From an optimization exercise on the open Yosys and OpenROAD flow, aimed at a short achievable clock period and few clock cycles per item; shortcuts taken in it are not production practice. In this exercise RTL edits were held to simulation tests only and were not proved equivalent to the original. The flow treats the clock pin as an ideal source, which a real chip does not have. Power and IR drop assume default switching activity.

// datapath
module datapath
(
    input  logic        CLK,
    input  logic        reset,
    output logic        imem_valid,
    output logic [31:0] imem_addr,
    input  logic        imem_ready,
    input  logic [31:0] imem_load,
    output logic        dmem_valid,
    output logic        dmem_write,
    output logic [31:0] dmem_addr,
    output logic [31:0] dmem_store,
    input  logic        dmem_ready,
    input  logic [31:0] dmem_load,
    output logic        halt
);
clock: 7.5 ns
lec_check: 0
cap_margin: 20
core_margin: 2
core_utilization: 40
slew_margin: 20
standard.sh (not shown) runs the stock make flow with config.mk's settings and CLKGATE_MAP_FILE= SYNTH_SCRIPT=/design/flow/synth_recipe.tcl, a recipe that flattens the netlist after the stock synthesis.
==> flow/flow/run.sh <==
#!/bin/bash
# Standard layout with stronger port buffers, timing repair free to change a
# cell's footprint, and extra setup repair passes after CTS. Logs: make's
# output in flow_make_*.log here, each ORFS step's log under orfs/logs, and
# the extra repair in extra_repair.log.
set -euo pipefail
here=$(pwd)
args=(
    MATCH_CELL_FOOTPRINT=0
    "BUFFER_PORTS_ARGS=-buffer_cell sky130_fd_sc_hd__buf_8"
    SETUP_SLACK_MARGIN=4.8
    TNS_END_PERCENT=100
    GPL_TIMING_DRIVEN=1
    CORE_UTILIZATION=35
)
bash standard.sh "${args[@]}" cts > flow_make_cts.log 2>&1
res=$(ls -d "$here"/orfs/results/*/datapath/base)
RES_DIR=$res openroad -no_init -exit "$here/flow/extra_repair.tcl" > extra_repair.log 2>&1
bash standard.sh "${args[@]}" finish > flow_make_finish.log 2>&1
==> flow/flow/extra_repair.tcl <==
# More setup repair on the clock-tree-built placement, then legalize and
# write it back for global routing to pick up.
set plat $::env(FLOW_HOME)/platforms/sky130hd
set res $::env(RES_DIR)
read_db $res/4_cts.odb
read_liberty $plat/lib/sky130_fd_sc_hd__tt_025C_1v80.lib
read_sdc $res/4_cts.sdc
set_propagated_clock [all_clocks]
source $plat/setRC.tcl
set_dont_use [list sky130_fd_sc_hd__probe_p_8 sky130_fd_sc_hd__probec_p_8 sky130_fd_sc_hd__lpflow_*]
estimate_parasitics -placement
report_worst_slack -max
repair_timing -setup -setup_margin 4.8 -repair_tns 100 -sequence "sizeup,swap,buffer,clone,split"
report_worst_slack -max
repair_timing -setup -setup_margin 4.8 -repair_tns 100
report_worst_slack -max
detailed_placement
check_placement
estimate_parasitics -placement
repair_timing -hold -hold_margin 0.05
report_worst_slack -max
report_worst_slack -min
write_db $res/4_cts.odb
Testbench counts at the start, summed over its fixed seeds: cycles 26,419, instrs 25,067.
==> next run, changes <==
--- a/flow/design.v
+++ b/flow/design.v
@@ -341,13 +341,13 @@
     assign halt       = halt_q;
     logic        mem_fail;
     logic [31:0] mem_result;
     assign mem_fail   = exmem_req && !dmem_ready;
     assign mem_result = exmem_ld ? dmem_load : exmem_alu;
     logic [31:0] ex_a, ex_b, alu_b, ex_result;
-    logic        ex_eq, ex_mispredict;
+    logic        eq_eb, eq_ae, eq_ab, ex_eq, ex_mispredict;
     assign ex_a  = idex_fa ? exmem_alu : idex_a;
     assign ex_b  = idex_fb ? exmem_alu : idex_b;
     assign alu_b = ({32{idex_bs_e}}  & exmem_alu)
                  | ({32{idex_bs_ne}} & ~exmem_alu)
                  | ({32{idex_bs_x}}  & idex_bx);
     alu ex_alu (
@@ -357,13 +357,23 @@
         .op_or  (idex_or),
         .op_slt (idex_slt),
         .a      (ex_a),
         .b      (alu_b),
         .result (ex_result)
     );
-    assign ex_eq = idex_a == idex_b;
+    assign eq_eb = exmem_alu == idex_b;
+    assign eq_ae = idex_a == exmem_alu;
+    assign eq_ab = idex_a == idex_b;
+    always_comb begin
+        case ({idex_fa, idex_fb})
+            2'b11:   ex_eq = 1'b1;
+            2'b10:   ex_eq = eq_eb;
+            2'b01:   ex_eq = eq_ae;
+            default: ex_eq = eq_ab;
+        endcase
+    end
     assign ex_mispredict = idex_br && (ex_eq != idex_flip);
     logic        id_uses_rs, id_uses_rt, id_we, id_alu_src, id_zero_a;
     logic        id_add, id_sub, id_and, id_or, id_slt;
     logic        id_ld, id_st, id_halt, id_jump, id_br, id_bne, id_pred;
     logic [4:0]  id_wsel;
     logic [31:0] id_imm;
@@ -443,13 +453,12 @@
         end else if (fb_rf) begin
             id_b = memwb_res;
         end else begin
             id_b = rf_b;
         end
     end
-    logic        id_hazard;
     logic        id_stall_raw;  
     logic        id_kill;       
     logic        id_go;         
     logic        id_refetch;
     logic        id_halting;
     logic [31:0] id_br_target;
@@ -458,27 +467,26 @@
     logic        id_addiu;
     logic [31:0] id_negimm;
     logic        prod_zero;     
     logic        id_early;      
     logic        id_taken;
     logic        id_fix;        
-    assign id_hazard    = load_use || (id_br && (fa_mem || fb_mem) && !(id_early && id_pred_eff));
-    assign id_stall_raw = ifid_v && id_hazard;
+    assign id_stall_raw = ifid_v && load_use;
     assign id_kill      = replay_q || ex_mispredict;
-    assign id_go        = ifid_v && !id_hazard && !id_kill;
+    assign id_go        = ifid_v && !load_use && !id_kill;
     assign id_refetch   = ifid_fail && !ex_mispredict;
     assign id_halting   = ifid_v && id_halt;
     prefix_add #(.W(30)) br_adder (
         .a    (ifid_pc4[31:2]),
         .b    ({{14{ifid_instr[15]}}, ifid_instr[15:0]}),
         .cin  (1'b0),
         .sum  (id_br_target[31:2]),
         .cout ()
     );
     assign id_br_target[1:0] = ifid_pc4[1:0];
-    assign id_wrapfix  = ifid_v && ifid_wrap && !id_hazard;
+    assign id_wrapfix  = ifid_v && ifid_wrap && !load_use;
     assign id_pred_eff = ifid_pred && !ifid_wrap;
     assign id_addiu = ifid_instr[31:26] == cpu_types_pkg::OP_ADDIU;
     prefix_add #(.W(32)) neg_adder (
         .a    (~{{16{ifid_instr[15]}}, ifid_instr[15:0]}),
         .b    (32'd0),
         .cin  (1'b1),
@@ -538,13 +546,13 @@
             pc_q <= cpu_types_pkg::PC_INIT;
         end else begin
             pc_q <= pc_next;
         end
     end
     always_ff @(posedge CLK) begin
-        if (reset || mem_fail || id_kill || id_refetch || id_wrapfix || id_fix || (id_halting && !id_hazard) || fetch_stop_q) begin
+        if (reset || mem_fail || id_kill || id_refetch || id_wrapfix || id_fix || (id_halting && !load_use) || fetch_stop_q) begin
             ifid_v    <= 1'b0;
             ifid_fail <= 1'b0;
         end else if (!id_stall_raw) begin
             ifid_v    <= imem_ready;
             ifid_fail <= !imem_ready;
         end
Effect:
- sequential power goes up by about 1%
- total power goes up by 1.2%
- sequential share of layout area goes up by 0.18 points
- clock power goes down by about 2%
- worst setup slack gets worse by 0.038 ns
- final cell count barely changes
- global-route usage goes down by 0.53 points
- final area goes down by 0.47%
- critical path depth goes down by 3
- first-iteration DRC count goes down by 4.3%
- synthesized cell count goes up by 2.8%
- count of clock-buffer cells in the layout goes up by 2
- clock skew goes down by 0.0070 ns
Testbench counts after the change, summed over its fixed seeds: cycles 26,333, instrs 25,067.

[separate check: timing with driven ports]
The flow's constraints put no driver on any port. The routed layouts listed below were extracted and timed again, unchanged, in two steps. Step 1: set_driving_cell puts a clkbuf_16 on CLK and a buf_2 on each other input, an assumption about the parent block. Step 2 also shifts input and output timing later by t, the mid clock arrival at the registers, as if the neighbouring blocks saw the same clock. Slacks: ideal / step 1 / step 2; pairs: ideal / step 1.
run	t (ns)	setup WS [ns]	cell pins on the clock port's net
the first run	0.912	4.122 / 4.122 / 3.492	1
the second run	0.902	4.084 / 4.084 / 3.342	1
After both steps every run listed still meets setup and hold. The setup slack of the second run, which loses most, moves by 0.000 ns with the drivers and by -0.742 ns with both steps.
